From an optimization exercise on the open Yosys and OpenROAD flow, aimed at small area and a short achievable clock period; shortcuts taken in it are not production practice.
The RTL was checked by simulation tests, not by an equivalence proof against the original design.
Power figures rest on the tool's default switching activity, not on a simulated workload.

==> flow/design.v <==
package chess_pkg;
    typedef logic [2:0]   coord_t;    
    typedef logic [7:0]   square_t;   
    typedef logic [511:0] board_t;    
    typedef logic [11:0]  disp_t;     
    typedef logic [2:0]   sound_t;
    typedef logic [2:0]   click_t;
    typedef enum logic [1:0] {
        st_play      = 2'b01,
        st_black_win = 2'b10,
        st_white_win = 2'b11
    } game_state_e;
    localparam logic color_white = 1'b0;
    localparam logic color_black = 1'b1;
    localparam logic [2:0] piece_king   = 3'd1;
    localparam logic [2:0] piece_queen  = 3'd2;
    localparam logic [2:0] piece_bishop = 3'd3;
    localparam logic [2:0] piece_knight = 3'd4;
    localparam logic [2:0] piece_rook   = 3'd5;
    localparam logic [2:0] piece_pawn   = 3'd6;
    localparam sound_t snd_select   = 3'd1;
    localparam sound_t snd_deselect = 3'd2;
    localparam sound_t snd_move     = 3'd3;
    localparam sound_t snd_capture  = 3'd4;
    localparam sound_t snd_illegal  = 3'd5;
    localparam sound_t snd_gameover = 3'd7;
    localparam click_t click_none     = 3'd0;
    localparam click_t click_select   = 3'd1;
    localparam click_t click_deselect = 3'd2;
    localparam click_t click_try_move = 3'd3;
    localparam click_t click_illegal  = 3'd4;
endpackage
module chess_top (
    input  logic         clk,
    input  logic         rstn,
    input  logic [2:0]   cursor_x,
    input  logic [2:0]   cursor_y,
    input  logic         is_pressed,
    output logic [1:0]   state,
    output logic [767:0] board_data,
    output logic [2:0]   sound_code,
    output logic         play_sound
);
    logic         prev_pressed;
    logic         turn;           
    logic         has_sel;
    logic [2:0]   sx, sy;         
    logic [2:0]   skind;          
    logic [255:0] brd;            
    wire [2:0] cx = cursor_x;
    wire [2:0] cy = cursor_y;
    wire [5:0] cpos = {cy, cx};
    wire [5:0] spos = {sy, sx};
    logic [63:0] cur_oh, sel_oh, occ;
    for (genvar i = 0; i < 64; i++) begin : g_dec
        assign cur_oh[i] = (cpos == 6'(i));
        assign sel_oh[i] = has_sel && (spos == 6'(i));
        assign occ[i]    = |brd[i*4 +: 3];
    end
    logic [31:0] t_rank;
    logic [3:0] t;
    always_comb begin
        case (cy)
            3'd0: t_rank = brd[0 +: 32];
            3'd1: t_rank = brd[32 +: 32];
            3'd2: t_rank = brd[64 +: 32];
            3'd3: t_rank = brd[96 +: 32];
            3'd4: t_rank = brd[128 +: 32];
            3'd5: t_rank = brd[160 +: 32];
            3'd6: t_rank = brd[192 +: 32];
            default: t_rank = brd[224 +: 32];
        endcase
        case (cx)
            3'd0: t = t_rank[0 +: 4];
            3'd1: t = t_rank[4 +: 4];
            3'd2: t = t_rank[8 +: 4];
            3'd3: t = t_rank[12 +: 4];
            3'd4: t = t_rank[16 +: 4];
            3'd5: t = t_rank[20 +: 4];
            3'd6: t = t_rank[24 +: 4];
            default: t = t_rank[28 +: 4];
        endcase
    end
    wire       t_occ  = |t[2:0];
    wire       t_king = (t[2:0] == 3'd1);
    wire       own    = t_occ && (t[3] == turn);
    wire       on_sel = has_sel && (cpos == spos);
    wire       click  = is_pressed && !prev_pressed && !state[1];
    wire [3:0] ddx = {1'b0, cx} - {1'b0, sx};
    wire [3:0] ddy = {1'b0, cy} - {1'b0, sy};
    wire zx  = (cx == sx);
    wire zy  = (cy == sy);
    wire ax1 = (ddx == 4'd1) || (ddx == 4'hf);
    wire ay1 = (ddy == 4'd1) || (ddy == 4'hf);
    wire ax2 = (ddx == 4'd2) || (ddx == 4'he);
    wire ay2 = (ddy == 4'd2) || (ddy == 4'he);
    wire on_d1 = (ddx == ddy);
    wire on_d2 = (4'(ddx + ddy) == 4'd0);
    wire straight = zx ^ zy;
    wire diagonal = (on_d1 || on_d2) && !zy;
    wire  [2:0] dsum  = sx + sy;
    wire  [2:0] ddiff = sy - sx;
    logic [7:0] o_line, o_file, bx, by;
    always_comb begin
        for (int k = 0; k < 8; k++) begin
            logic [2:0] ly;
            ly        = zy ? sy : on_d1 ? 3'(ddiff + 3'(k)) : 3'(dsum - 3'(k));
            o_line[k] = occ[{ly, 3'(k)}];
            o_file[k] = occ[{3'(k), sx}];
            bx[k]     = ((sx < 3'(k)) && (3'(k) < cx)) || ((cx < 3'(k)) && (3'(k) < sx));
            by[k]     = ((sy < 3'(k)) && (3'(k) < cy)) || ((cy < 3'(k)) && (3'(k) < sy));
        end
    end
    wire path_clear = zx ? !(|(o_file & by)) : !(|(o_line & bx));
    wire fwd_one = turn ? (ddy == 4'hf) : (ddy == 4'd1);
    wire fwd_two = turn ? (sy == 3'd6 && cy == 3'd4) : (sy == 3'd1 && cy == 3'd3);
    wire pawn_ok   = (zx && fwd_one && !t_occ)
                  || (zx && fwd_two && path_clear && !t_occ)
                  || (ax1 && fwd_one && t_occ);
    wire knight_ok = (ax1 && ay2) || (ax2 && ay1);
    wire king_ok   = (zx || ax1) && (zy || ay1);
    logic legal;
    always_comb begin
        case (skind)
            3'd6:    legal = pawn_ok;
            3'd4:    legal = knight_ok;
            3'd1:    legal = king_ok;
            3'd5:    legal = straight && path_clear;
            3'd3:    legal = diagonal && path_clear;
            3'd2:    legal = (straight || diagonal) && path_clear;
            default: legal = 1'b0;
        endcase
    end
    wire do_desel = click && on_sel;
    wire do_sel   = click && !on_sel && own;
    wire move     = click && !on_sel && !own && has_sel && legal;
    always_ff @(posedge clk or negedge rstn) begin
        if (!rstn) begin
            prev_pressed <= 1'b0;
            turn         <= 1'b0;
            has_sel      <= 1'b0;
            state        <= 2'b01;
            sound_code   <= 3'd0;
            play_sound   <= 1'b0;
        end else begin
            prev_pressed <= is_pressed;
            play_sound   <= click;
            if (click) begin
                if (on_sel) begin
                    has_sel    <= 1'b0;
                    sound_code <= 3'd2;
                end else if (own) begin
                    has_sel    <= 1'b1;
                    sound_code <= 3'd1;
                end else if (move) begin
                    has_sel    <= 1'b0;
                    turn       <= ~turn;
                    if (t_king) begin
                        sound_code <= 3'd7;
                        state      <= turn ? 2'b10 : 2'b11;
                    end else begin
                        sound_code <= t_occ ? 3'd4 : 3'd3;
                    end
                end else begin
                    sound_code <= 3'd5;
                end
            end
        end
    end
    always_ff @(posedge clk) begin
        if (do_sel) begin
            sx    <= cx;
            sy    <= cy;
            skind <= t[2:0];
        end
    end
    for (genvar i = 0; i < 64; i++) begin : g_sq
        localparam int X = i % 8;
        localparam int Y = i / 8;
        localparam logic [2:0] BACK = (X == 0 || X == 7) ? 3'd5 :
                                      (X == 1 || X == 6) ? 3'd4 :
                                      (X == 2 || X == 5) ? 3'd3 :
                                      (X == 3)           ? 3'd2 : 3'd1;
        localparam logic [3:0] INIT = (Y == 0) ? {1'b0, BACK} :
                                      (Y == 1) ? 4'b0110 :
                                      (Y == 6) ? 4'b1110 :
                                      (Y == 7) ? {1'b1, BACK} : 4'b0000;
        always_ff @(posedge clk or negedge rstn) begin
            if (!rstn) begin
                brd[i*4 +: 4] <= INIT;
            end else if (move && (cur_oh[i] || sel_oh[i])) begin
                brd[i*4 +: 4] <= cur_oh[i] ? {turn, skind} : 4'b0000;
            end
        end
        assign board_data[i*12 +: 12] = {2'b00, sel_oh[i], cur_oh[i] | sel_oh[i],
                                         3'b000, occ[i], brd[i*4 +: 4]};
    end
endmodule
==> flow/flow/run.sh <==
#!/bin/bash
# Standard ORFS layout with three changes: port buffers are the smallest
# buffer, constant output ports share tie cells with their neighbours on the
# die edge, and CTS uses no dummy loads.
set -euo pipefail
R=$PWD/orfs/results/sky130hd/chess_top/base
export BUFFER_PORTS_ARGS="-buffer_cell sky130_fd_sc_hd__buf_1"
export CTS_ARGS="-sink_clustering_enable -repair_clock_nets -dont_use_dummy_load -buf_list {sky130_fd_sc_hd__clkbuf_2 sky130_fd_sc_hd__clkbuf_4 sky130_fd_sc_hd__clkbuf_8}"
bash standard.sh synth > log_synth.txt 2>&1
bash standard.sh $R/3_2_place_iop.odb > log_floorplan_iop.txt 2>&1
REGROUP_ODB=$R/3_2_place_iop.odb openroad -no_init -exit flow/regroup.tcl > log_regroup.txt 2>&1
bash standard.sh > log_finish.txt 2>&1
==> flow/flow/regroup.tcl <==
# Share tie-low cells between constant output ports that sit next to each
# other on the die edge: each group of at most K neighbouring constant ports
# is driven by one tie cell. Any buffer between a tie and its port is dropped.
set odb $::env(REGROUP_ODB)
set K 8
set SPAN 12000
read_db $odb
set block [ord::get_db_block]
set die [$block getDieArea]
set W [$die xMax]; set H [$die yMax]
set entries {}
foreach inst [$block getInsts] {
  if {[[$inst getMaster] getName] ne "sky130_fd_sc_hd__conb_1"} continue
  set lo [$inst findITerm LO]
  set net [$lo getNet]
  if {$net eq "NULL"} continue
  set bufs {}
  set ports [$net getBTerms]
  foreach it [$net getITerms] {
    set i2 [$it getInst]
    if {$i2 eq $inst} continue
    set m [[$i2 getMaster] getName]
    if {![string match "sky130_fd_sc_hd__buf_*" $m]} { set ports {}; break }
    lappend bufs $i2
    set onet [[$i2 findITerm X] getNet]
    if {[llength [$onet getITerms]] != 1} { set ports {}; break }
    foreach b [$onet getBTerms] { lappend ports $b }
  }
  if {[llength $ports] != 1 || [llength $bufs] > 1} continue
  set p [lindex $ports 0]
  set bb [$p getBBox]
  set cx [expr {([$bb xMin] + [$bb xMax]) / 2}]
  set cy [expr {([$bb yMin] + [$bb yMax]) / 2}]
  if {$cy <= [$bb yMax] && [$bb yMin] <= 0} { set pos $cx } \
  elseif {[$bb xMax] >= $W} { set pos [expr {$W + $cy}] } \
  elseif {[$bb yMax] >= $H} { set pos [expr {$W + $H + $W - $cx}] } \
  else { set pos [expr {2 * $W + $H + $H - $cy}] }
  lappend entries [list $pos $inst $net $bufs $p]
}
set entries [lsort -integer -index 0 $entries]
set groups 0; set removed 0
set cur {}
proc flush {} {
  upvar cur cur groups groups removed removed
  if {[llength $cur] == 0} return
  incr groups
  set keep [lindex $cur 0]
  set knet [lindex $keep 2]
  foreach e $cur {
    lassign $e pos inst net bufs p
    set pnet [$p getNet]
    $p disconnect
    foreach b $bufs {
      set onet [[$b findITerm X] getNet]
      odb::dbInst_destroy $b
      if {$onet ne $knet && [llength [$onet getITerms]] == 0 && [llength [$onet getBTerms]] == 0} { odb::dbNet_destroy $onet }
    }
    if {$inst ne [lindex $keep 1]} {
      odb::dbInst_destroy $inst
      if {[llength [$net getITerms]] == 0 && [llength [$net getBTerms]] == 0} { odb::dbNet_destroy $net }
      incr removed
    }
    $p connect $knet
  }
  set cur {}
}
foreach e $entries {
  if {[llength $cur] >= $K || ([llength $cur] > 0 && [lindex $e 0] - [lindex [lindex $cur 0] 0] > $SPAN)} { flush }
  lappend cur $e
}
flush
puts "regroup: [llength $entries] constant ports, $groups tie cells kept, $removed removed"
write_db $odb
==> flow/standard.sh <==
#!/bin/bash
# synth_recipe.tcl (not shown) runs the flow's synth.tcl, then flattens the netlist and writes it again
# the make line also repeats each setting of config.mk as NAME=value (left out here)
make -C /OpenROAD-flow-scripts/flow DESIGN_CONFIG=/design/flow/config.mk WORK_HOME=/design/flow/orfs CLKGATE_MAP_FILE= SYNTH_SCRIPT=/design/flow/synth_recipe.tcl "${@:-finish}"
==> flow/config.mk <==
export PLATFORM = sky130hd
export DESIGN_NAME = chess_top
export DESIGN_NICKNAME = chess_top
export VERILOG_FILES = /design/flow/design.v
export SDC_FILE = /design/flow/constraint.sdc
export NUM_CORES = 4
export LEC_CHECK = 0
export CAP_MARGIN = 20
export CORE_MARGIN = 2
export CORE_UTILIZATION = 40
export SETUP_SLACK_MARGIN = 5
export SLEW_MARGIN = 20
==> flow/constraint.sdc <==
create_clock -name core_clock -period 10.0 [get_ports {clk}]
set_input_delay 2.0000 -clock core_clock [delete_from_list [all_inputs] [get_ports {clk}]]
set_output_delay 2.0000 -clock core_clock [all_outputs]
set_load 0.01 [all_outputs]
==> results of run 1 <==
[synth_stat cells (10+ instances only)]
master | n | area [sq um]
a21oi_1 | 37 | 185
a221oi_1 | 18 | 158
a22o_1 | 10 | 87.6
a22oi_1 | 26 | 195
and3_1 | 12 | 75.1
buf_2 | 42 | 210
buf_4 | 327 | 2450
clkbuf_1 | 59 | 221
dfrtp_1 | 192 | 4800
dfstp_2 | 73 | 1920
ha_1 | 15 | 188
inv_1 | 27 | 101
mux2_2 | 43 | 484
mux2i_1 | 49 | 490
mux4_2 | 19 | 428
nand2_1 | 190 | 713
nand3_1 | 25 | 125
nor2_1 | 121 | 454
nor2b_1 | 13 | 81.3
nor3_1 | 18 | 90.1
o21ai_0 | 53 | 265
o22ai_1 | 70 | 438
o2bb2ai_1 | 246 | 2150
or3_1 | 70 | 438
xnor2_1 | 11 | 96.3
[final cells by class]
class / instances / area (sq um) / share of cell area
repair inverters: 1 / 8.76 / 0.000308
clock buffers: 48 / 661 / 0.0232
multi-input cells: 1284 / 14100 / 0.496
well taps: 607 / 759 / 0.0267
flip-flops and latches: 274 / 6990 / 0.246
inverters: 31 / 145 / 0.00510
repair buffers: 768 / 5780 / 0.203
[per-stage QoR]
stage               hold slack, ns  cell area, sq um
global route                 0.500             28500
global placement             0.467             20000
finish                       0.493             28500
CTS                          0.491             25300
floorplan                    0.474             21400
detailed placement           0.482             20000
[critical path, cell delays in order]
cell and delay [ns]:
clkbuf_16 0.22, buf_6 0.33, mux2_2 0.40, a22oi_1 0.21
nor2_1 0.09, o21ai_0 1.27, and3_1 0.33, a22oi_1 0.09
buf_4 0.19, o21ai_1 0.38, nand2_1 0.23, nor2_4 0.35
a41o_4 0.38, buf_12 0.15, buf_12 0.14, nand2_2 0.18
o2bb2ai_4 0.18
[registers in the layout (all words and copies together) (netlist names)]
signal,cells
brd,256
skind,3
sound_code,3
sx,3
sy,3
state,2
has_sel,1
play_sound,1
prev_pressed,1
turn,1
[what timing repair did]
action	in CTS	in global routing
pin swaps	135	123
setup endpoints to repair	358	355
setup buffers	146	91
resized for setup	524	342
hold buffers	0	0
gates cloned	31	5
[final timing paths]
check	endpoint	slack, ns	depth (start not counted)
max	brd[180]	3.30	17
min	brd[223]	0.49	1
max reg2reg	brd[180]	4.78	15
min reg2reg	brd[223]	0.49	1
max in group asynchronous	brd[149]	6.51	3
min in group asynchronous	brd[127]	1.39	1
[power breakdown]
group	internal, uW	switching (uW)	leakage, uW
logic	355	690	0.00701
clock network	421	476	0.000345
registers	1140	36.7	0.00350
[metal layers]
metal	GRT usage	vias to the layer above	wire length (microns)
li1	-	7837	-
met1	0.544	10285	39400
met2	0.666	2086	49900
met3	0.189	749	17000
met4	0.359	8	12500
met5	0.0131	-	54
[logic make-up after synthesis]
logic type,count (synthesis),synth area share
compound gates,553,0.230
simple gates,507,0.130
buf+inv,471,0.164
flops,274,0.374
mux,114,0.0769
fa+ha+maj,20,0.0154
xor+xnor,20,0.00976
other cells,1,0.000200
==> key figures, run 1 <==
Run status
  • Status: complete, but fails checks
  • Fail Reasons: max-capacitance violations, max-slew violations

Timing
  • Worst rel slew slack: -0.129
  • Fin. max-slew vios: 2
  • Final setup violation count: 0
  • Maximum clock frequency: 149 MHz
  • Final min period: 6.70 ns
  • Final WS setup: 3.30 ns
  • Setup_tns: 0 ns
  • Slew @ Worst Pin: ~1.7 ns
  • Worst Skew: 0.0852 ns
  • RSZ-0062 raised after global routing: true
  • Tcrit/Tclk final: 0.670
  • Final-report hold violation count: 0

Detailed routing
  • Routed WL: 119000 microns
  • 1st-iter DRT viols: 3321
  • Via count: 20965
  • DRC: 0
  • Wire per inst: around 40 microns
  • DRT Pass-1 Iters: 9
  • Vias per cell: ~7.0
  • Post-route ant nets: 0

Finish
  • Final core occ: 0.614
  • Fillers: 3666
  • Most frequent cells in the layout: 394 x buf_1, 192 x dfrtp_1, 179 x buf_4
  • Finished Layout Cells: 3013
  • Area grow syn2layout: 52.0%
  • Nets: 2437
  • Layout cells sized above 1: 0.441
  • ANT cells: 0
  • Most common cell after layout, fill and taps aside: buf_1

Global route
  • Largest net degree at the start of global routing: 77
  • GRT Residual Overflow: 0
  • Vias in the first global route: 19646
  • Overall routing resource usage: 0.462
  • First-pass GRT wire length: 156000 microns
  • Initial antenna violation count: 4

Placed design
  • Final GP Congestion: approximately 1.0
  • Detail Placement HPWL: 79000 microns
  • Dpl ws: 2.08 ns
  • Number of port buffers: 462
  • Cells after DPL: 2691

Floorplan
  • Initial Utilization: 0.404
  • Core Footprint: between 40000 and 50000 sq um
  • Ports: roughly 800
  • Die area: 48500 sq um
  • Die Wd: 220 microns
  • # rows: 79
  • Die span in y: 220 microns

Hold path
  • Min-delay src: brd[223]
  • HP Class: reg -> reg

Logic synthesis
  • Top_reg_cell synth: dfrtp_1
  • Synth Register Bits: 274
  • Mapped cell area: 18700 sq um
  • YS warnings: 1
  • Post-synth cell types: ~90
  • Ys async rst share: 0.967
  • Post-Syn Instances: 1960
  • Register area share after synthesis: 0.374
  • Synthesized area per cell: roughly 9.6 sq um
  • EDFF count, synth: 9

Clocking
  • CTS tree: yes
  • Maximum clock insertion buffer count: 3
  • Num CTS Buffers: 48
  • Sink Count: 274
  • Reg clk slew, reported paths: 0.06 ns
  • CTS H-tree lvls: 2
  • Clock latency on the worst-skew pair: a little under 0.7 ns
  • Root buf cell: clkbuf_8

Critical path
  • Crit. End Element: flop
  • Arr. time, crit path: 7.21 ns
  • Setup crit start kind: input port
  • Setup CP Type: in -> reg
  • CP Max Fanout: 23
  • FF-to-FF Start: brd[204]
  • Data required time of the worst path: 10.51 ns
  • Setup crit start: cursor_y[2]

Power and ir drop
  • Power per cell area: 110 nW/um^2
  • Power, Total: 3120 uW
  • Peak supply drop: 0.0750 mV
  • Static Leak: around 0.011 uW

Flow run
  • MaxCap Viol Count: 1
==> run 2, diff against run 1 <==
--- a/flow/design.v
+++ b/flow/design.v
@@ -57,30 +57,8 @@
         assign sel_oh[i] = has_sel && (spos == 6'(i));
         assign occ[i]    = |brd[i*4 +: 3];
     end
-    logic [31:0] t_rank;
-    logic [3:0] t;
-    always_comb begin
-        case (cy)
-            3'd0: t_rank = brd[0 +: 32];
-            3'd1: t_rank = brd[32 +: 32];
-            3'd2: t_rank = brd[64 +: 32];
-            3'd3: t_rank = brd[96 +: 32];
-            3'd4: t_rank = brd[128 +: 32];
-            3'd5: t_rank = brd[160 +: 32];
-            3'd6: t_rank = brd[192 +: 32];
-            default: t_rank = brd[224 +: 32];
-        endcase
-        case (cx)
-            3'd0: t = t_rank[0 +: 4];
-            3'd1: t = t_rank[4 +: 4];
-            3'd2: t = t_rank[8 +: 4];
-            3'd3: t = t_rank[12 +: 4];
-            3'd4: t = t_rank[16 +: 4];
-            3'd5: t = t_rank[20 +: 4];
-            3'd6: t = t_rank[24 +: 4];
-            default: t = t_rank[28 +: 4];
-        endcase
-    end
+    wire [31:0] t_rank = brd[{cy, 5'b00000} +: 32];
+    wire [3:0]  t      = t_rank[{cx, 2'b00} +: 4];
     wire       t_occ  = |t[2:0];
     wire       t_king = (t[2:0] == 3'd1);
     wire       own    = t_occ && (t[3] == turn);
==> flow/flow/run.sh (replaced) <==
#!/bin/bash
# Standard ORFS layout with three changes: port buffers are the smallest
# buffer, constant output ports share tie cells with their neighbours on the
# die edge, and CTS uses no dummy loads.
set -euo pipefail
R=$PWD/orfs/results/sky130hd/chess_top/base
cfg() { sed -n "s/^export $1 *= *//p" config.mk | tail -1; }
BUFS=$(cfg CTS_BUF_LIST)
[ -n "$BUFS" ] || BUFS="sky130_fd_sc_hd__clkbuf_2 sky130_fd_sc_hd__clkbuf_4 sky130_fd_sc_hd__clkbuf_8"
CTS="-sink_clustering_enable -repair_clock_nets -dont_use_dummy_load -buf_list {$BUFS}"
[ -z "$(cfg CTS_CLUSTER_SIZE)" ] || CTS="$CTS -sink_clustering_size $(cfg CTS_CLUSTER_SIZE)"
[ -z "$(cfg CTS_CLUSTER_DIAMETER)" ] || CTS="$CTS -sink_clustering_max_diameter $(cfg CTS_CLUSTER_DIAMETER)"
export CTS_ARGS="$CTS"
echo "CTS_ARGS=$CTS_ARGS" > log_cts_args.txt
export BUFFER_PORTS_ARGS="-buffer_cell sky130_fd_sc_hd__buf_1"
bash standard.sh synth > log_synth.txt 2>&1
bash standard.sh $R/3_2_place_iop.odb > log_floorplan_iop.txt 2>&1
REGROUP_ODB=$R/3_2_place_iop.odb openroad -no_init -exit flow/regroup.tcl > log_regroup.txt 2>&1
bash standard.sh > log_finish.txt 2>&1
--- a/flow/config.mk
+++ b/flow/config.mk
@@ -7,6 +7,7 @@
 export LEC_CHECK = 0
 export CAP_MARGIN = 20
 export CORE_MARGIN = 2
-export CORE_UTILIZATION = 40
-export SETUP_SLACK_MARGIN = 5
+export CORE_UTILIZATION = 55
+export SETUP_SLACK_MARGIN = 4
 export SLEW_MARGIN = 20
+export TNS_END_PERCENT = 10
==> run 2 against run 1 <==
Compared with the run above:
- the run now fails in 3_2_place_iop
- synthesized area shrank 1.0%
- synthesized cell count decreased by 4.8%
==> key figures, run 2 <==
Logic synthesis
  • Largest cells by area after synthesis: dfrtp_1 26%, buf_4 13%, dfstp_2 10%, o2bb2ai_1 9.3%, mux4_2 9.0%
  • Top-count cell post-synth: buf_4
  • Ys async rst share: 0.967 (unchanged)
  • Mapped cell area: 18500 sq um (-1.0%)
  • Register area share after synthesis: 0.377 (+0.00376)
  • Synthesized area per cell: 9.93 sq um (+4.0%)
  • Yosys top cell area share: 0.259 (+0.00258)
  • EDFF count, synth: 9 (unchanged)
  • Synth cell count leaders: 332 x buf_4, 197 x o2bb2ai_1, 192 x dfrtp_1, 123 x o21ai_0, 112 x nand2_1
  • Leading area contributor after synthesis: dfrtp_1
  • Synth Register Bits: 274 (unchanged)
  • Top_reg_cell synth: dfrtp_1
  • Post-Syn Instances: 1866 (-4.8%)
  • YS warnings: 1 (unchanged)
  • Post-synth cell types: 77 (-13%)

Floorplan
  • # rows: 67 (-15%)
  • Die span in y: 188 microns (-15%)
  • Initial Utilization: 0.555 (+0.152)
  • Die Wd: 188 microns (-15%)

Run status
  • Fail Step: 3_2_place_iop
  • Status: stopped before the end
  • Run-stopping error: [ERROR PPL-0024] Number of IO pins (783) exceeds maximum number of available positions (672). Increase the die perimeter from 750.26um to 1064.88um.
## run 2: cell families after synthesis
family,Yosys count,synth area share
buf+inv,480,0.168
xor+xnor,19,0.0108
simple gates,424,0.112
other cells,1,0.000202
fa+ha+maj,20,0.0155
compound gates,535,0.203
flops,274,0.377
mux,113,0.113
==> run 3, diff against run 2 <==
--- a/flow/config.mk
+++ b/flow/config.mk
@@ -8,6 +8,7 @@
 export CAP_MARGIN = 20
 export CORE_MARGIN = 2
 export CORE_UTILIZATION = 55
+export PLACE_DENSITY = 0.75
 export SETUP_SLACK_MARGIN = 4
 export SLEW_MARGIN = 20
 export TNS_END_PERCENT = 10
==> run 3 against run 2 <==
Compared with the run above:
- the run again fails in 3_2_place_iop
- synthesized cell count unchanged
- synthesized area is the same
==> key figures, run 3 <==
Run status
  • Status: stopped before the end
  • Fail Step: 3_2_place_iop
  • Run-stopping error: [ERROR PPL-0024] Number of IO pins (783) exceeds maximum number of available positions (672). Increase the die perimeter from 750.26um to 1064.88um.

Logic synthesis
  • Yosys top cell area share: 0.259 (unchanged)
  • Synthesized area per cell: 9.93 sq um (unchanged)
  • Top-count cell post-synth: buf_4
  • YS warnings: 1 (unchanged)
  • Synth Register Bits: 274 (unchanged)
  • Post-Syn Instances: 1866 (unchanged)
  • Register area share after synthesis: 0.377 (unchanged)
  • Leading area contributor after synthesis: dfrtp_1
  • Synth cell count leaders: 332 x buf_4, 197 x o2bb2ai_1, 192 x dfrtp_1, 123 x o21ai_0, 112 x nand2_1
  • Ys async rst share: 0.967 (unchanged)
  • EDFF count, synth: 9 (unchanged)
  • Post-synth cell types: 77 (unchanged)
  • Largest cells by area after synthesis: dfrtp_1 26%, buf_4 13%, dfstp_2 10%, o2bb2ai_1 9.3%, mux4_2 9.0%
  • Mapped cell area: 18500 sq um (unchanged)
  • Top_reg_cell synth: dfrtp_1

Floorplan
  • # rows: 67 (unchanged)
  • Die span in y: 188 microns (unchanged)
  • Die Wd: 188 microns (unchanged)
  • Initial Utilization: 0.555 (unchanged)
## run 3: cell counts after synthesis
No cell type changed its count.
## run 3: cell families after synthesis
logic type | count (synthesis) | share of synthesized area
AOI/OAI and AO/OA | 535 | 0.203
buffers and inverters | 480 | 0.168
and+or+nand+nor | 424 | 0.112
DFF | 274 | 0.377
muxes | 113 | 0.113
adders and majority gates | 20 | 0.0155
xor gates and xnor gates | 19 | 0.0108
other | 1 | 0.000202
==> run 4, diff against run 3 <==
--- a/flow/config.mk
+++ b/flow/config.mk
@@ -7,8 +7,8 @@
 export LEC_CHECK = 0
 export CAP_MARGIN = 20
 export CORE_MARGIN = 2
-export CORE_UTILIZATION = 55
-export PLACE_DENSITY = 0.75
+export CORE_UTILIZATION = 40
+export CTS_BUF_LIST = sky130_fd_sc_hd__clkbuf_4
 export SETUP_SLACK_MARGIN = 4
 export SLEW_MARGIN = 20
 export TNS_END_PERCENT = 10
==> run 4 against run 3 <==
Compared with the run above:
- synthesized cell count unchanged
- synthesized area unchanged
- the run now finishes clean
==> key figures, run 4 <==
Clocking
  • CTS tree: yes
  • Maximum clock insertion buffer count: 3
  • Num CTS Buffers: 74
  • Root buf cell: clkbuf_4
  • CTS H-tree lvls: 3
  • Clock latency on the worst-skew pair: 0.75 ns
  • Sink Count: 274
  • Reg clk slew, reported paths: 0.05 ns

Finish
  • Reg with most FFs: brd
  • Layout cells sized above 1: 0.211
  • Most common cell after layout, fill and taps aside: buf_1
  • Area grow syn2layout: 9.39%
  • Fillers: 4536
  • Final instance area: 20300 sq um
  • Max reg flops: between 200 and 300
  • Finished Layout Cells: approximately 2700
  • Final core occ: 0.445
  • Most frequent cells in the layout: 457 x buf_1, 192 x dfrtp_1, 190 x o2bb2ai_1
  • Nets: 2121

Floorplan
  • Die span in y: 219 microns (+17%)
  • Ports: 783
  • # rows: 78 (+16%)
  • Initial Utilization: 0.407 (-0.149)
  • Die Wd: 219 microns (+17%)
  • Core Footprint: 45600 sq um
  • Die area: roughly 48000 sq um

Critical path
  • Crit. End Element: output port
  • Slowest cell on crit path: buf_1
  • Setup CP Type: in -> out
  • Arr. time, crit path: 4.28 ns
  • Crit path buf inv count: 3
  • CP Max Fanout: 32
  • Data required time of the worst path: 8.00 ns
  • Delay-heaviest family, CP: buffers and inverters
  • Cell mode on critical path: buf_1
  • Setup crit start kind: input port
  • Max incr delay on CP: 0.48 ns
  • Crit-path cells: buf_1 -> buf_6 -> nor2b_2 -> nand2_1 -> o22ai_1 -> buf_1

Power and ir drop
  • Power per cell area: about 140 nW/um^2
  • Peak supply drop: 0.0616 mV
  • Static Leak: 0.00806 uW

Logic synthesis
  • Leading area contributor after synthesis: dfrtp_1
  • Register area share after synthesis: 0.377 (unchanged)
  • Top_reg_cell synth: dfrtp_1
  • Ys async rst share: 0.967 (unchanged)
  • EDFF count, synth: 9 (unchanged)
  • Post-Syn Instances: 1866 (unchanged)
  • Mapped cell area: 18500 sq um (unchanged)
  • YS warnings: 1 (unchanged)
  • Synthesized area per cell: 9.93 sq um (unchanged)
  • Largest cells by area after synthesis: dfrtp_1 26%, buf_4 13%, dfstp_2 10%, o2bb2ai_1 9.3%, mux4_2 9.0%
  • Post-synth cell types: 77 (unchanged)
  • Synth Register Bits: 274 (unchanged)
  • Synth cell count leaders: 332 x buf_4, 197 x o2bb2ai_1, 192 x dfrtp_1, 123 x o21ai_0, 112 x nand2_1
  • Top-count cell post-synth: buf_4
  • Yosys top cell area share: 0.259 (unchanged)

Placed design
  • Detail Placement HPWL: 67500 microns
  • Number of port buffers: 462
  • Final GP Congestion: 1.03
  • Placed cell areas: 18800 sq um
  • Cells after DPL: 2570

Global route
  • GRT Residual Overflow: 0
  • Vias in the first global route: 16945
  • First-pass GRT wire length: 128000 microns
  • Initial antenna violation count: 3
  • Overall routing resource usage: 0.375
  • Largest net degree at the start of global routing: between 100 and 150

Timing
  • Worst Hold Margin: about 0.5 ns
  • Slew @ Worst Pin: ~1.3 ns
  • Worst rel slew slack: 0.128
  • Maximum clock frequency: about 160 MHz
  • Tcrit/Tclk final: 0.628
  • Final-report hold violation count: 0
  • Final min period: roughly 6.3 ns
  • Fin. max-slew vios: 0
  • Worst Skew: 0.0600 ns
  • Final setup violation count: 0
  • RSZ-0062 raised after global routing: true
  • Setup_tns: 0 ns

Detailed routing
  • Vias per cell: 6.72
  • Met1 wire length: 34800 microns
  • Met3 WL: 12000 microns
  • DRC: 0
  • Met2 WL: 41400 microns
  • Post-route ant nets: 0
  • Wire per inst: 34.7 microns
  • 1st-iter DRT viols: around 2200
  • Max Used Layer: met4
  • Via count: ~18000
  • Routed WL: between 90000 and 100000 microns
  • DRT Pass-1 Iters: 6

Hold path
  • HP Class: reg -> reg

Flow run
  • MaxCap Viol Count: 0

Run status
  • Status: complete, no violations
run 4: area by class of cell:
cell class	count	area, sq um	share of cell area
clock buffers	74	556	0.0274
flip-flops and latches	274	6990	0.345
well taps	600	751	0.0370
inverters	39	168	0.00827
repair buffers	537	2530	0.125
diodes	4	10.0	0.000494
multi-input cells	1166	9260	0.457
run 4: stage by stage:
| step | worst slack, ns | power (uW) |
|---|---|---|
| finish | 3.72 | 2740 |
| global route | 3.80 | 2820 |
| CTS | 3.92 | 2680 |
| detailed placement | 1.99 | 1860 |
| global placement | 2.12 | 1850 |
| floorplan | 3.49 | 1710 |
run 4: layer usage:
layer	up-vias	track usage
met5	-	0
met1	9252	0.494
met2	1562	0.558
met3	265	0.112
li1	7018	-
met4	0	0.192
run 4: path summary, 6_finish.rpt:
path,cells after the start,slack [ns],to,from
max in group asynchronous,2,7.19,has_sel,rstn
min reg2reg,1,0.50,brd[207],brd[207]
min,1,0.50,brd[207],brd[207]
min in group asynchronous,1,1.40,brd[63],rstn
max,6,3.72,board_data[644],cursor_x[2]
max reg2reg,17,4.39,brd[63],sy[2]
run 4: logic make-up after synthesis:
group,share of synthesized area
multiplexers,0.113
adder cells (fa/ha/maj),0.0155
buffers and inverters,0.168
other,0.000202
AO/OA/AOI/OAI,0.203
XOR/XNOR,0.0108
flip-flops,0.377
AND/OR/NAND/NOR,0.112
run 4: power breakdown:
group	switching (uW)	leakage (uW)	total (uW)	internal, uW
sequential	36.0	0.00350	1180	1140
clock	462	0.000340	798	337
combinational	532	0.00422	759	227
run 4: what timing repair did:
action / 4_1_cts / 5_1_grt
cloned: 3 / 4
hold buffers: 0 / 0
setup endpoints to repair: 322 / 298
pin swaps: 7 / 8
gates resized for setup: 53 / 47
buffers inserted: 17 / 22
==> run 5, diff against run 4 <==
--- a/flow/config.mk
+++ b/flow/config.mk
@@ -8,7 +8,7 @@
 export CAP_MARGIN = 20
 export CORE_MARGIN = 2
 export CORE_UTILIZATION = 40
-export CTS_BUF_LIST = sky130_fd_sc_hd__clkbuf_4
+export PLACE_DENSITY = 0.8
 export SETUP_SLACK_MARGIN = 4
 export SLEW_MARGIN = 20
 export TNS_END_PERCENT = 10
==> run 5 against run 4 <==
Compared with the run above:
- hold slack worse by 0.0072 ns
- synthesized area unchanged
- clock-buffer cell count down 33
- global-route usage down 1.6 points
- flip-flop and latch count unchanged
- critical path type unchanged
- critical endpoint is now board_data[704]
==> key figures, run 5 <==
Critical path
  • CP Max Fanout: 29 (-9.4%)
  • Setup crit start kind: input port
  • Crit path buf inv count: 4 (+1)
  • Cell mode on critical path: buf_1
  • Delay-heaviest family, CP: buffers and inverters
  • Crit. End Element: output port
  • Arr. time, crit path: 4.29 ns (about the same)
  • Crit-path cells: buf_1 -> buf_4 -> nand2b_1 -> nor2_1 -> a21oi_1 -> inv_1 -> buf_1
  • Setup CP Type: in -> out
  • Slowest cell on crit path: a21oi_1
  • Data required time of the worst path: 8.00 ns (about the same)
  • Max incr delay on CP: 0.75 ns (+0.27 ns)

Floorplan
  • Die area: 48100 sq um (unchanged)
  • Die Wd: 219 microns (unchanged)
  • # rows: 78 (unchanged)
  • Ports: 783 (unchanged)
  • Die span in y: 219 microns (unchanged)
  • Initial Utilization: 0.407 (unchanged)
  • Core Footprint: 45600 sq um (unchanged)

Power and ir drop
  • Switching pwr: 977 uW (-5.2%)
  • P_int: 1720 uW (+0.80%)
  • Sw Share: 0.362 (-0.0142)
  • Static Leak: 0.00792 uW (-1.7%)
  • Power per cell area: 135 nW/um^2 (-0.14%)
  • Comb power frac: 0.273 (-0.004)
  • Sequential share of power: 0.438 (+0.007)
  • Clock share of power: 0.289 (-0.003)
  • Peak supply drop: 0.117 mV (+90%)

Detailed routing
  • 1st-iter DRT viols: 2511 (+13%)
  • Post-route ant nets: 0 (unchanged)
  • Wire per inst: 33.8 microns (-2.4%)
  • Routed WL: 89100 microns (-4.6%)
  • DRC: 0 (unchanged)
  • Vias per cell: 6.86 (+2.1%)
  • DRT Pass-1 Iters: 7 (+1)
  • Via count: 18055 (-0.23%)

Logic synthesis
  • Synthesized area per cell: 9.93 sq um (unchanged)
  • Ys async rst share: 0.967 (unchanged)
  • Top_reg_cell synth: dfrtp_1
  • Yosys top cell area share: 0.259 (unchanged)
  • EDFF count, synth: 9 (unchanged)
  • Top-count cell post-synth: buf_4
  • Leading area contributor after synthesis: dfrtp_1
  • Post-Syn Instances: 1866 (unchanged)
  • Synth Register Bits: 274 (unchanged)
  • Mapped cell area: 18500 sq um (unchanged)
  • Post-synth cell types: 77 (unchanged)
  • Synth cell count leaders: 332 x buf_4, 197 x o2bb2ai_1, 192 x dfrtp_1, 123 x o21ai_0, 112 x nand2_1
  • YS warnings: 1 (unchanged)
  • Largest cells by area after synthesis: dfrtp_1 26%, buf_4 13%, dfstp_2 10%, o2bb2ai_1 9.3%, mux4_2 9.0%
  • Register area share after synthesis: 0.377 (unchanged)

Timing
  • Setup_tns: 0 ns (unchanged)
  • Slew @ Worst Pin: 1.24 ns (-0.0595 ns)
  • Fin. max-slew vios: 0 (unchanged)
  • Final setup violation count: 0 (unchanged)
  • Worst Skew: 0.0312 ns (-0.0288 ns)
  • Final min period: 6.29 ns (+0.0163 ns)
  • Worst rel slew slack: 0.168 (+0.0398)
  • Maximum clock frequency: 159 MHz (-0.26%)
  • Tcrit/Tclk final: 0.629 (+0.00163)
  • RSZ-0062 raised after global routing: true
  • Final-report hold violation count: 0 (unchanged)

Finish
  • Most common cell after layout, fill and taps aside: buf_1
  • Area grow syn2layout: 7.97%
  • Max reg flops: 256 (unchanged)
  • Finished Layout Cells: 2633 (-2.3%)
  • Fillers: 4356 (-4.0%)
  • Most frequent cells in the layout: 457 x buf_1, 192 x dfrtp_1, 189 x o2bb2ai_1
  • Reg with most FFs: brd
  • Layout cells sized above 1: 0.188 (-0.0235)
  • Nets: 2063 (-2.7%)

Flow run
  • MaxCap Viol Count: 0 (unchanged)

Placed design
  • Detail Placement HPWL: 64600 microns (-4.3%)
  • Final GP Congestion: 1.02 (-0.39%)
  • Number of port buffers: 462 (unchanged)
  • Cells after DPL: 2564 (-0.23%)

Run status
  • Status: complete, no violations

Clocking
  • Root buf cell: clkbuf_8
  • Clock latency on the worst-skew pair: 0.59 ns (-0.16 ns)
  • Num CTS Buffers: 41 (-45%)
  • Reg clk slew, reported paths: 0.06 ns (about the same)
  • CTS H-tree lvls: 2 (-1)
  • CTS tree: yes
  • Maximum clock insertion buffer count: 3 (unchanged)
  • Sink Count: 274 (unchanged)

Global route
  • Initial antenna violation count: 2 (-1)
  • Vias in the first global route: 17204 (+1.5%)
  • First-pass GRT wire length: 124000 microns (-3.0%)
  • Largest net degree at the start of global routing: 163 (+12%)
  • Overall routing resource usage: 0.359 (-0.0158)
  • GRT Residual Overflow: 0 (unchanged)

Hold path
  • HP Class: reg -> reg
-- run 5: area by class of cell --
type / instances / area (sq um) / area share
well taps: 600 / 751 / 0.0375
multi-input cells: 1160 / 9210 / 0.460
diodes: 1 / 2.50 / 0.000125
clock buffers: 41 / 564 / 0.0282
flip-flops and latches: 274 / 6990 / 0.349
repair buffers: 518 / 2330 / 0.116
inverters: 39 / 160 / 0.00800
-- run 5: cell families after synthesis --
kind of cell / synth area share
fa+ha+maj: 0.0155
buf+inv: 0.168
compound gates: 0.203
simple gates: 0.112
flops: 0.377
mux: 0.113
other cells: 0.000202
xor+xnor: 0.0108
-- run 5: final timing paths --
check | slack [ns] | depth (start not counted) | start | to
worst max-delay path | 3.71 | 7 | cursor_x[2] | board_data[704]
worst min register to register | 0.50 | 1 | state[1] | state[1]
worst max register to register | 4.48 | 16 | sy[2] | brd[216]
worst min-delay path | 0.50 | 1 | state[1] | state[1]
max in group asynchronous | 6.42 | 3 | rstn | brd[75]
min in group asynchronous | 1.36 | 1 | rstn | brd[153]
-- run 5: per-stage QoR --
step / util / hold slack, ns / setup slack [ns] / instance area [sq um] / total power (uW)
2_1_floorplan: - / 0.491 / 3.49 / 20000 / 1710
3_3_place_gp: 0.410 / 0.469 / 2.32 / 18700 / 1840
3_5_place_dp: 0.411 / 0.486 / 2.06 / 18700 / 1850
4_1_cts: 0.433 / 0.497 / 3.82 / 19700 / 2640
5_1_grt: 0.439 / 0.502 / 3.72 / 20000 / 2760
6_report: 0.439 / 0.496 / 3.71 / 20000 / 2700
-- run 5: repair_timing --
| action | CTS | global route |
|---|---|---|
| resized for setup | 57 | 31 |
| pin swaps | 7 | 2 |
| hold buffers | 0 | 0 |
| endpoints found under the setup margin | 315 | 303 |
| setup buffers | 11 | 10 |
| cloned | 3 | 3 |
-- run 5: per-layer routing --
metal,part of all wire,vias to the layer above,track usage
met4,0.11,2,0.316
li1,-,6869,-
met3,0.14,501,0.136
met2,0.43,1859,0.530
met1,0.32,8824,0.406
met5,0.00011,-,0
-- run 5: worst reg2reg max path: stages (launching register included) --
cell      delay (ns)
edfxtp_1        0.84
inv_1           0.36
ha_1            0.51
xnor2_4         0.31
ha_4            0.27
or3_4           0.39
or3_4           0.38
mux2_4          0.32
nand2_2         0.08
mux2_4          0.30
mux4_2          0.51
o21ai_4         0.10
buf_4           0.21
buf_4           0.14
a41oi_4         0.29
o21ai_0         0.26
o21ai_0         0.11
-- run 5: power groups by stage --
stage / registers [uW] / clock network, uW / logic, uW
final: 1180 / 780 / 736
after global placement: 1200 / 0 / 645
after global routing: 1180 / 812 / 767
after floorplan: 1190 / 0 / 527
after CTS: 1180 / 764 / 695
after detailed placement: 1200 / 0 / 654
==> run 6, diff against run 5 <==
--- a/flow/config.mk
+++ b/flow/config.mk
@@ -8,7 +8,7 @@
 export CAP_MARGIN = 20
 export CORE_MARGIN = 2
 export CORE_UTILIZATION = 40
-export PLACE_DENSITY = 0.8
+export PLACE_DENSITY = 0.45
 export SETUP_SLACK_MARGIN = 4
 export SLEW_MARGIN = 20
 export TNS_END_PERCENT = 10
==> run 6 against run 5 <==
Compared with the run above:
- combinational power rose by 7.1%
- via count down 0.38%
- critical endpoint is now board_data[764]
- register-to-register slack lost 0.11 ns
- non-clock buffer count is 26 higher
- global-route usage increased by 5.9 points
- sequential power hardly changed
- largest cell class unchanged
- sequential share of layout area fell by 0.91 points
- critical path depth is 1 lower
- synthesized area is the same
- clock power increased by 16%
==> key figures, run 6 <==
Run status
  • Status: complete, no violations

Critical path
  • Data required time of the worst path: 8.00 ns (about the same)
  • Setup CP Type: in -> out
  • Crit path buf inv count: 3 (-1)
  • Slowest cell on crit path: and2_2
  • Crit. End Element: output port
  • Arr. time, crit path: 4.14 ns (-0.15 ns)
  • Max incr delay on CP: 0.51 ns (-0.24 ns)
  • R2R Setup Slk: 4.37 ns (-0.11 ns)
  • Setup crit start kind: input port
  • Delay-heaviest family, CP: buffers and inverters
  • Crit-path cells: buf_2 -> buf_4 -> and2_2 -> nand3_1 -> o22ai_1 -> buf_1
  • CP Max Fanout: 25 (-14%)

Timing
  • Slew @ Worst Pin: 0.986 ns (-0.259 ns)
  • Worst Skew: 0.0591 ns (+0.0279 ns)
  • Final setup violation count: 0 (unchanged)
  • Setup_tns: 0 ns (unchanged)
  • Final min period: 6.14 ns (-0.158 ns)
  • Final WS setup: 3.86 ns (+0.158 ns)
  • Fin. max-slew vios: 0 (unchanged)
  • Final-report hold violation count: 0 (unchanged)
  • Worst Hold Margin: 0.496 ns (+0.000182 ns)
  • RSZ-0062 raised after global routing: true
  • Maximum clock frequency: 163 MHz (+2.6%)
  • Worst rel slew slack: 0.343 (+0.174)
  • Tcrit/Tclk final: 0.614 (-0.0158)

Logic synthesis
  • Synthesized area per cell: 9.93 sq um (unchanged)
  • Top_reg_cell synth: dfrtp_1
  • Yosys top cell area share: 0.259 (unchanged)
  • Mapped cell area: 18500 sq um (unchanged)
  • Synth Register Bits: 274 (unchanged)
  • Ys async rst share: 0.967 (unchanged)
  • Register area share after synthesis: 0.377 (unchanged)
  • Largest cells by area after synthesis: dfrtp_1 26%, buf_4 13%, dfstp_2 10%, o2bb2ai_1 9.3%, mux4_2 9.0%
  • Top-count cell post-synth: buf_4
  • YS warnings: 1 (unchanged)
  • Synth cell count leaders: 332 x buf_4, 197 x o2bb2ai_1, 192 x dfrtp_1, 123 x o21ai_0, 112 x nand2_1
  • Post-synth cell types: 77 (unchanged)
  • Leading area contributor after synthesis: dfrtp_1
  • Post-Syn Instances: 1866 (unchanged)
  • EDFF count, synth: 9 (unchanged)

Power and ir drop
  • Sequential share of power: 0.413 (-0.025)
  • P_int: 1810 uW (+5.1%)
  • Power, Total: 2880 uW (+6.7%)
  • Switching pwr: 1070 uW (+9.5%)
  • Comb power frac: 0.274 (about the same)
  • Static Leak: 0.00811 uW (+2.3%)
  • Power per cell area: 140 nW/um^2 (+3.9%)
  • Sw Share: 0.372 (+0.00957)
  • Peak supply drop: 0.0760 mV (-35%)
  • Clock share of power: 0.313 (+0.024)

Placed design
  • Dpl ws: 1.96 ns (-0.0973 ns)
  • Final GP Congestion: 0.940 (-8.2%)
  • Number of port buffers: 462 (unchanged)
  • Detail Placement HPWL: 73900 microns (+14%)

Clocking
  • CTS tree: yes
  • CTS H-tree lvls: 2 (unchanged)
  • Root buf cell: clkbuf_8
  • Sink Count: 274 (unchanged)
  • Maximum clock insertion buffer count: 3 (unchanged)
  • Clock latency on the worst-skew pair: 0.66 ns (+0.07 ns)
  • Num CTS Buffers: 49 (+20%)
  • Reg clk slew, reported paths: 0.05 ns (about the same)

Finish
  • Nets: 2105 (+2.0%)
  • Max reg flops: 256 (unchanged)
  • Most common cell after layout, fill and taps aside: buf_1
  • Area grow syn2layout: 10.9%
  • Layout cells sized above 1: 0.209 (+0.0213)
  • Reg with most FFs: brd
  • Fillers: 4482 (+2.9%)
  • Most frequent cells in the layout: 456 x buf_1, 192 x dfrtp_1, 185 x o2bb2ai_1
  • Footprint of the multi-input gates: 9330 sq um (+1.3%)
  • Reg area: 6990 sq um (unchanged)

Global route
  • Grt peak-use layer: met2
  • First-pass GRT wire length: 139000 microns (+12%)
  • Met1 usage: 0.574 (+0.168)
  • Initial antenna violation count: 4 (+2)
  • Vias in the first global route: 17027 (-1.0%)
  • GRT met3 Usage: 0.120 (-0.0162)
  • Largest net degree at the start of global routing: 133 (-18%)
  • GRT Residual Overflow: 0 (unchanged)
  • Met2 Usage GRT: 0.606 (+0.0757)
  • Overall routing resource usage: 0.418 (+0.0587)

Detailed routing
  • Via count: 17986 (-0.38%)
  • Vias per cell: 6.72 (-1.9%)
  • Routed WL: 103000 microns (+16%)
  • DRT Pass-1 Iters: 5 (-2)
  • 1st-iter DRT viols: 2523 (+0.48%)
  • Wire per inst: 38.7 microns (+14%)
  • Post-route ant nets: 0 (unchanged)
  • DRC: 0 (unchanged)

Floorplan
  • Die Wd: 219 microns (unchanged)
  • # rows: 78 (unchanged)
  • Die span in y: 219 microns (unchanged)
  • Initial Utilization: 0.407 (unchanged)
  • Core Footprint: 45600 sq um (unchanged)
  • Ports: 783 (unchanged)
  • Die area: 48100 sq um (unchanged)

Flow run
  • MaxCap Viol Count: 0 (unchanged)

Hold path
  • HP Class: reg -> reg
run 6: cell counts after synthesis:
No cell type changed its count.
run 6: path summary, 6_finish.rpt:
kind / from / end / cells past startpoint
setup / recovery: cursor_x[1] / board_data[764] / 6
hold / removal: brd[223] / brd[223] / 1
setup reg to reg: sy[2] / brd[44] / 14
hold reg to reg: brd[223] / brd[223] / 1
max in group asynchronous: rstn / has_sel / 2
min in group asynchronous: rstn / brd[157] / 1
run 6: stage by stage:
step	cells	area, sq um	utilization
finish	2675	20500	0.451
global route	2674	20500	0.451
CTS	2653	20100	0.441
detailed placement	2578	18800	0.413
global placement	2578	18800	0.413
floorplan	2185	20000	-
run 6: area by class of cell:
type | count | area share
clock buffer | 49 | 0.0328
antenna | 1 | 0.000122
multi-input combinational | 1168 | 0.454
sequential | 274 | 0.340
tap | 600 | 0.0365
inverter | 39 | 0.00828
timing repair buffer | 544 | 0.128
run 6: repair_timing:
item	in CTS	in global routing
hold buffers	0	0
setup buffers	19	15
cloned	7	6
endpoints found under the setup margin	318	273
pin swaps	9	16
gates resized for setup	66	46
run 6: layer usage:
| layer | routed length [microns] | vias up |
|---|---|---|
| li1 | - | 6966 |
| met3 | 12200 | 277 |
| met4 | 5160 | 2 |
| met1 | 41200 | 9291 |
| met2 | 45000 | 1450 |
| met5 | 12 | - |
run 6: cell families (layout without fill, tap and decap cells):
| kind of cell | count (synthesis) | in the layout | share of synthesized area |
|---|---|---|---|
| buf+inv | 480 | 632 | 0.168 |
| flops | 274 | 274 | 0.377 |
| compound gates | 535 | 541 | 0.203 |
| xor+xnor | 19 | 19 | 0.0108 |
| fa+ha+maj | 20 | 20 | 0.0155 |
| simple gates | 424 | 426 | 0.112 |
| other cells | 1 | 50 | 0.000202 |
| mux | 113 | 113 | 0.113 |
run 6: power groups by stage:
stage,Combinational (uW),Sequential (uW),Clock [uW]
final,788,1190,901
after CTS,738,1190,901
after global routing,822,1190,946
after global placement,679,1200,0
after detailed placement,680,1200,0
after floorplan,527,1190,0
run 6: worst register-to-register path, delay by kind of cell (launching register included):
kind	cells	cell delay [ns]
fa+ha+maj	2	0.82
flops	1	0.96
compound gates	3	0.88
simple gates	4	1.16
mux	3	1.15
xor+xnor	1	0.18
buf+inv	1	0.38
==> run 7, diff against run 6 <==
--- a/flow/design.v
+++ b/flow/design.v
@@ -76,13 +76,14 @@
     wire on_d2 = (4'(ddx + ddy) == 4'd0);
     wire straight = zx ^ zy;
     wire diagonal = (on_d1 || on_d2) && !zy;
+    wire same_dir = (cx > sx) == (cy > sy);
     wire  [2:0] dsum  = sx + sy;
     wire  [2:0] ddiff = sy - sx;
     logic [7:0] o_line, o_file, bx, by;
     always_comb begin
         for (int k = 0; k < 8; k++) begin
             logic [2:0] ly;
-            ly        = zy ? sy : on_d1 ? 3'(ddiff + 3'(k)) : 3'(dsum - 3'(k));
+            ly        = zy ? sy : same_dir ? 3'(ddiff + 3'(k)) : 3'(dsum - 3'(k));
             o_line[k] = occ[{ly, 3'(k)}];
             o_file[k] = occ[{3'(k), sx}];
             bx[k]     = ((sx < 3'(k)) && (3'(k) < cx)) || ((cx < 3'(k)) && (3'(k) < sx));
--- a/flow/config.mk
+++ b/flow/config.mk
@@ -8,7 +8,6 @@
 export CAP_MARGIN = 20
 export CORE_MARGIN = 2
 export CORE_UTILIZATION = 40
-export PLACE_DENSITY = 0.45
 export SETUP_SLACK_MARGIN = 4
 export SLEW_MARGIN = 20
 export TNS_END_PERCENT = 10
==> run 7 against run 6 <==
Compared with the run above:
- combinational power shrank 16%
- clock power shrank 8.2%
- final cell count grew 5.2%
- critical path type unchanged
- largest power group unchanged
==> key figures, run 7 <==
Finish
  • Layout cells sized above 1: 0.146 (-0.0633)
  • Most common cell after layout, fill and taps aside: buf_1
  • Fillers: 4668 (+4.1%)
  • Nets: 2239 (+6.4%)
  • Most frequent cells in the layout: 457 x buf_1, 248 x o21ai_0, 192 x dfrtp_1
  • Area grow syn2layout: 7.00%
  • Reg with most FFs: brd
  • Max reg flops: 256 (unchanged)
  • Finished Layout Cells: 2815 (+5.2%)

Logic synthesis
  • Top-count cell post-synth: buf_4
  • Synth Register Bits: 274 (unchanged)
  • YS warnings: 1 (unchanged)
  • Register area share after synthesis: 0.373 (-0.00460)
  • XOR/XNOR share of the synthesized area: 0.00754 (-0.00327)
  • Post-synth cell types: 81 (+5.2%)
  • Post-Synth Adder-Cell Area: 0.0175 (+0.00194)
  • Top_reg_cell synth: dfrtp_1
  • Synth cell count leaders: 329 x buf_4, 289 x o21ai_0, 192 x dfrtp_1, 118 x nor2_1, 96 x inv_1
  • Synth Area in Simple Gates: 0.108 (-0.00450)
  • Largest family of logic cells by synthesized area: compound AO/OA/AOI/OAI gates
  • EDFF count, synth: 9 (unchanged)
  • Leading area contributor after synthesis: dfrtp_1
  • Post-synthesis mux area share: 0.108 (-0.00478)
  • Largest cells by area after synthesis: dfrtp_1 26%, buf_4 13%, dfstp_2 10%, o21ai_0 7.7%, mux4_2 7.0%
  • Synthesized area per cell: 9.19 sq um (-7.4%)
  • Yosys top cell area share: 0.256 (-0.00316)
  • Compound-Gate Fraction of Synth Area: 0.205 (+0.00165)
  • Ys async rst share: 0.967 (unchanged)
  • Post-Syn Instances: 2041 (+9.4%)
  • Mapped cell area: 18800 sq um (+1.2%)

Timing
  • Maximum clock frequency: 161 MHz (-1.3%)
  • RSZ-0062 raised after global routing: true
  • Final setup violation count: 0 (unchanged)
  • Final-report hold violation count: 0 (unchanged)
  • Worst rel slew slack: 0.154 (-0.189)
  • Final min period: 6.21 ns (+0.0778 ns)
  • Slew @ Worst Pin: 1.27 ns (+0.280 ns)
  • Fin. max-slew vios: 0 (unchanged)
  • Setup_tns: 0 ns (unchanged)
  • Worst Skew: 0.0288 ns (-0.0303 ns)
  • Tcrit/Tclk final: 0.621 (+0.00778)

Detailed routing
  • Vias per cell: 6.58 (-2.1%)
  • Post-route ant nets: 0 (unchanged)
  • DRC: 0 (unchanged)
  • Routed WL: 94000 microns (-9.1%)
  • Via count: 18527 (+3.0%)
  • DRT Pass-1 Iters: 6 (+1)
  • Wire per inst: 33.4 microns (-14%)
  • 1st-iter DRT viols: 2566 (+1.7%)

Clocking
  • Reg clk slew, reported paths: 0.06 ns (about the same)
  • CTS H-tree lvls: 2 (unchanged)
  • Num CTS Buffers: 45 (-8.2%)
  • Clock latency on the worst-skew pair: 0.59 ns (-0.07 ns)
  • Sink Count: 274 (unchanged)
  • Maximum clock insertion buffer count: 3 (unchanged)
  • CTS tree: yes
  • Root buf cell: clkbuf_8

Global route
  • GRT Residual Overflow: 0 (unchanged)
  • Vias in the first global route: 17503 (+2.8%)
  • First-pass GRT wire length: 129000 microns (-7.0%)
  • Overall routing resource usage: 0.374 (-0.0443)
  • Largest net degree at the start of global routing: 124 (-6.8%)
  • Initial antenna violation count: 2 (-2)

Power and ir drop
  • Power per cell area: 133 nW/um^2 (-5.4%)
  • Peak supply drop: 0.0698 mV (-8.2%)
  • Static Leak: 0.00841 uW (+3.7%)

Critical path
  • CP Max Fanout: 31 (+24%)
  • Arr. time, crit path: 4.21 ns (+0.07 ns)
  • Crit. End Element: output port
  • Data required time of the worst path: 8.00 ns (about the same)
  • Setup CP Type: in -> out
  • Setup crit start kind: input port
  • Reg2Reg Depth: 14 (unchanged)

Floorplan
  • Die area: 48700 sq um (+1.2%)
  • Die Wd: 221 microns (+0.60%)
  • Initial Utilization: 0.404 (-0.00278)
  • Die span in y: 221 microns (+0.60%)
  • Ports: 783 (unchanged)
  • # rows: 79 (+1.3%)
  • Core Footprint: 46500 sq um (+1.9%)

Hold path
  • HP Class: reg -> reg
  • Worst Hold Depth: 2 (+1)

Placed design
  • Detail Placement HPWL: 67500 microns (-8.6%)
  • Cells after DPL: 2739 (+6.2%)
  • Final GP Congestion: 1.06 (+13%)
  • Number of port buffers: 462 (unchanged)

Run status
  • Status: complete, no violations

Flow run
  • MaxCap Viol Count: 0 (unchanged)
run 7: metrics by stage:
step                utilization  power, uW  cell area, sq um  setup slack [ns]  hold WS (ns)
CTS                       0.427       2620             19900              3.87         0.475
global route              0.432       2730             20100              3.82         0.506
global placement          0.403       1780             18700              2.53         0.461
detailed placement        0.403       1790             18700              2.24         0.466
floorplan                     -       1660             20100              3.66         0.470
finish                    0.432       2660             20100              3.79         0.477
run 7: final timing paths:
kind	from	end	slack, ns
max in group asynchronous	rstn	prev_pressed	7.11
worst min register to register	state[0]	state[0]	0.48
worst min-delay path	state[0]	state[0]	0.48
worst max-delay path	cursor_x[2]	board_data[128]	3.79
min in group asynchronous	rstn	brd[87]	1.60
worst max register to register	sy[2]	brd[238]	4.27
run 7: area by class of cell:
cell class	instances	area (sq um)	area share
antenna	2	5.00	0.000249
clock buffer	45	619	0.0309
inverter	98	385	0.0192
multi-input combinational	1274	8860	0.441
sequential	274	6990	0.348
tap	607	759	0.0378
timing repair buffer	515	2450	0.122
run 7: kinds of logic (layout without fill, tap and decap cells):
logic type	count (synthesis)	in the layout
adder cells (fa/ha/maj)	22	22
AND/OR/NAND/NOR	399	404
AO/OA/AOI/OAI	649	649
XOR/XNOR	13	13
other	1	59
multiplexers	129	129
flip-flops	274	274
buffers and inverters	554	658
run 7: metal layers:
| layer | track usage | share of wire | up-vias |
|---|---|---|---|
| met2 | 0.558 | 0.44 | 1645 |
| met3 | 0.0903 | 0.12 | 411 |
| met5 | 0 | 0 | - |
| li1 | - | - | 7247 |
| met4 | 0.253 | 0.079 | 0 |
| met1 | 0.481 | 0.36 | 9224 |
run 7: what timing repair did:
item | 4_1_cts | 5_1_grt
resized for setup | 49 | 74
pin swaps | 9 | 11
gates cloned | 9 | 3
hold buffers | 0 | 0
setup buffers | 14 | 2
setup endpoints to repair | 319 | 279
run 7: critical path, cell delays in order:
cell and delay, ns:
buf_1 0.08, buf_4 0.41, inv_1 0.31, nand2_1 0.29
nor2_1 0.15, a21oi_1 0.64, inv_1 0.14, buf_1 0.16
run 7: where the power goes:
group | switching, uW | leakage [uW] | internal (uW)
logic | 469 | 0.00464 | 190
registers | 35.0 | 0.00345 | 1140
clock network | 430 | 0.000324 | 397
==> run 8, diff against run 7 <==
--- a/flow/design.v
+++ b/flow/design.v
@@ -72,25 +72,32 @@
     wire ay1 = (ddy == 4'd1) || (ddy == 4'hf);
     wire ax2 = (ddx == 4'd2) || (ddx == 4'he);
     wire ay2 = (ddy == 4'd2) || (ddy == 4'he);
-    wire on_d1 = (ddx == ddy);
-    wire on_d2 = (4'(ddx + ddy) == 4'd0);
+    wire [3:0] cdiff = {1'b0, cx} - {1'b0, cy};
+    wire [3:0] csum  = {1'b0, cx} + {1'b0, cy};
+    wire [3:0] sdiff = {1'b0, sx} - {1'b0, sy};
+    wire [3:0] ssum  = {1'b0, sx} + {1'b0, sy};
+    wire on_d1 = (cdiff == sdiff);
+    wire on_d2 = (csum == ssum);
     wire straight = zx ^ zy;
     wire diagonal = (on_d1 || on_d2) && !zy;
-    wire same_dir = (cx > sx) == (cy > sy);
     wire  [2:0] dsum  = sx + sy;
     wire  [2:0] ddiff = sy - sx;
-    logic [7:0] o_line, o_file, bx, by;
+    logic [7:0] oh, od1, od2, o_file, bx, by;
     always_comb begin
         for (int k = 0; k < 8; k++) begin
-            logic [2:0] ly;
-            ly        = zy ? sy : same_dir ? 3'(ddiff + 3'(k)) : 3'(dsum - 3'(k));
-            o_line[k] = occ[{ly, 3'(k)}];
+            oh[k]     = occ[{sy, 3'(k)}];
+            od1[k]    = occ[{3'(ddiff + 3'(k)), 3'(k)}];
+            od2[k]    = occ[{3'(dsum - 3'(k)), 3'(k)}];
             o_file[k] = occ[{3'(k), sx}];
             bx[k]     = ((sx < 3'(k)) && (3'(k) < cx)) || ((cx < 3'(k)) && (3'(k) < sx));
             by[k]     = ((sy < 3'(k)) && (3'(k) < cy)) || ((cy < 3'(k)) && (3'(k) < sy));
         end
     end
-    wire path_clear = zx ? !(|(o_file & by)) : !(|(o_line & bx));
+    wire clear_h  = !(|(oh & bx));
+    wire clear_d1 = !(|(od1 & bx));
+    wire clear_d2 = !(|(od2 & bx));
+    wire clear_f  = !(|(o_file & by));
+    wire path_clear = zx ? clear_f : zy ? clear_h : on_d1 ? clear_d1 : clear_d2;
     wire fwd_one = turn ? (ddy == 4'hf) : (ddy == 4'd1);
     wire fwd_two = turn ? (sy == 3'd6 && cy == 3'd4) : (sy == 3'd1 && cy == 3'd3);
     wire pawn_ok   = (zx && fwd_one && !t_occ)
==> run 8 against run 7 <==
Compared with the run above:
- design area is 2.8% higher
- critical path depth is 2 lower
- non-clock buffer count is 5 higher
- hold slack better by 0.00087 ns
- global-route usage hardly changed
- clock-buffer cell count is 1 higher
- via count is 4.6% higher
- sequential share of layout area is 0.95 points lower
- critical path type unchanged
- maximum frequency is 2.9% higher
- highest routed layer is now met5
- total power is 2.3% higher
- clock skew is 0.020 ns higher
==> key figures, run 8 <==
Clocking
  • # hold bufs at CTS: 0 (unchanged)
  • CTS tree: yes
  • Reg clk slew, reported paths: 0.06 ns (about the same)
  • Maximum clock insertion buffer count: 3 (unchanged)
  • Sink Count: 274 (unchanged)

Critical path
  • Crit path depth: 6 (-2)
  • Setup CP Type: in -> out
  • Data required time of the worst path: 8.00 ns (about the same)
  • Slowest cell on crit path: nor2_1
  • Arr. time, crit path: 4.04 ns (-0.17 ns)
  • Crit-path cells: buf_1 -> buf_4 -> nor2_1 -> nand3_1 -> o22ai_1 -> buf_1
  • Setup crit start kind: input port

Placed design
  • Number of port buffers: 462 (unchanged)
  • Detail Placement HPWL: 71200 microns (+5.5%)

Logic synthesis
  • Yosys top cell area share: 0.243 (-0.0131)
  • Top-count cell post-synth: buf_4
  • Ys async rst share: 0.967 (unchanged)
  • EDFF count, synth: 9 (unchanged)
  • Post-synth cell types: 78 (-3.7%)
  • Synth Register Bits: 274 (unchanged)
  • Post-Syn Instances: 1968 (-3.6%)
  • Register area share after synthesis: 0.354 (-0.0191)
  • YS warnings: 1 (unchanged)
  • Mapped cell area: 19800 sq um (+5.4%)

Timing
  • Tcrit/Tclk final: 0.604 (-0.0178)
  • Setup_tns: 0 ns (unchanged)
  • Maximum clock frequency: 166 MHz (+2.9%)
  • Fin. max-slew vios: 0 (unchanged)
  • Worst rel slew slack: 0.195 (+0.0417)
  • Final setup violation count: 0 (unchanged)
  • Final-report hold violation count: 0 (unchanged)
  • RSZ-0062 raised after global routing: true
  • Worst Skew: 0.0489 ns (+0.0201 ns)
  • Worst Hold Margin: 0.477 ns (+0.000870 ns)

Global route
  • GRT met3 Usage: 0.119 (+0.0290)
  • First-pass GRT wire length: 137000 microns (+5.9%)
  • Initial antenna violation count: 4 (+2)
  • Met2 Usage GRT: 0.546 (-0.0118)
  • Grt peak-use layer: met2
  • Overall routing resource usage: 0.374 (about the same)
  • Met1 usage: 0.482 (+0.00147)
  • Vias in the first global route: 18068 (+3.2%)

Run status
  • Status: complete, no violations

Finish
  • Most common cell after layout, fill and taps aside: buf_1
  • Area grow syn2layout: 4.37%
  • Reg with most FFs: brd
  • Most frequent cells in the layout: 457 x buf_1, 257 x a32o_1, 192 x dfrtp_1
  • Nets: 2136 (-4.6%)
  • Layout cells sized above 1: 0.152 (+0.00668)
  • Final core occ: 0.422 (-0.00966)
  • Final instance area: 20600 sq um (+2.8%)
  • Max reg flops: 256 (unchanged)

Detailed routing
  • Via count: 19370 (+4.6%)
  • Post-route ant nets: 0 (unchanged)
  • Vias per cell: 7.01 (+6.5%)
  • Routed WL: 99100 microns (+5.5%)
  • DRT Pass-1 Iters: 8 (+2)
  • DRC: 0 (unchanged)

Flow run
  • MaxCap Viol Count: 0 (unchanged)

Floorplan
  • # rows: 81 (+2.5%)
  • Ports: 783 (unchanged)
  • Core Footprint: 48800 sq um (+5.1%)
  • Die area: 51200 sq um (+5.3%)
  • Initial Utilization: 0.405 (+0.000918)
  • Die Wd: 226 microns (+2.6%)
  • Die span in y: 226 microns (+2.6%)

Power and ir drop
  • Static Leak: 0.00807 uW (-4.1%)
  • Peak supply drop: 0.0711 mV (+1.8%)
  • Power per cell area: 132 nW/um^2 (-0.45%)
  • Power, Total: 2720 uW (+2.3%)

Hold path
  • HP Class: reg -> reg
[run 8: changes by cell type after synthesis, moves of 20 or more]
cell       before  now
mux2i_1        65   36
nand2b_1       32   12
nand3_1        34   88
a21oi_1        73   36
buf_4         329  355
inv_1          96   53
o2bb2ai_1      69    2
nor3_1         22   61
a32o_1          0  257
o21ai_0       289   18
o22ai_1        43   78
o21ai_1        80    2
or3_1          57   34
[run 8: cell type report]
cell class,count,area [sq um]
antenna,3,7.51
timing repair buffer,520,2270
inverter,61,239
multi-input combinational,1195,9660
fill,4919,28200
sequential,274,6990
tap,664,831
clock buffer,46,633
[run 8: cells by family (layout without fill, tap and decap cells)]
| logic type | after synthesis | after routing | synth area share |
|---|---|---|---|
| buf+inv | 549 | 627 | 0.174 |
| simple gates | 473 | 475 | 0.116 |
| xor+xnor | 23 | 23 | 0.0109 |
| compound gates | 492 | 492 | 0.211 |
| flops | 274 | 274 | 0.354 |
| mux | 127 | 127 | 0.113 |
| fa+ha+maj | 29 | 29 | 0.0210 |
| other cells | 1 | 52 | 0.000190 |
[run 8: what timing repair did]
item,in CTS,in global routing
buffers inserted,0,2
endpoints found under the hold margin,0,0
cloned,1,1
gates resized for setup,10,18
pin swaps,1,1
endpoints found under the setup margin,316,297
[run 8: power groups by stage]
stage | logic [uW] | clock network, uW | registers, uW
final | 710 | 844 | 1170
after global routing | 741 | 888 | 1170
after CTS | 678 | 841 | 1170
after detailed placement | 670 | 0 | 1190
after global placement | 666 | 0 | 1180
after floorplan | 526 | 0 | 1170
[run 8: path summary, 6_finish.rpt]
path	startpoint	slack [ns]	end
setup / recovery	cursor_x[0]	3.96	board_data[152]
hold / removal	sound_code[2]	0.48	sound_code[2]
setup reg to reg	sy[0]	4.22	brd[136]
hold reg to reg	sound_code[2]	0.48	sound_code[2]
max in group asynchronous	rstn	6.99	brd[12]
min in group asynchronous	rstn	1.57	brd[220]
[run 8: worst reg2reg max path, stage by stage (launching register included)]
cell and delay (ns):
edfxtp_1 0.32, buf_4 0.38, ha_1 0.28, inv_1 0.06
fa_1 0.69, clkinv_1 0.36, ha_2 0.56, mux4_2 0.52
nand2b_1 0.15, o211a_1 0.16, or4_1 0.55, and4b_1 0.25
o21ai_4 0.33, buf_12 0.36, nand3_1 0.40, a32o_1 0.29
[run 8: per-stage QoR]
stage / std cells / setup WS (ns)
CTS: 2756 / 3.89
finish: 2763 / 3.96
global route: 2761 / 4.00
floorplan: 2287 / 4.32
detailed placement: 2709 / 3.29
global placement: 2709 / 3.28
[run 8: metal layers]
| layer | vias up | wire, microns |
|---|---|---|
| li1 | 7414 | - |
| met1 | 9682 | 35700 |
| met2 | 1844 | 42300 |
| met3 | 426 | 13700 |
| met4 | 4 | 7340 |
| met5 | - | 27 |

Setup slack of run 8, layout unchanged: 3.964 ns with ideal ports, 3.887 ns with driving cells assumed (clock clkbuf_16, inputs buf_2), 3.439 ns with port delays also shifted by the 0.625 ns mid clock arrival.
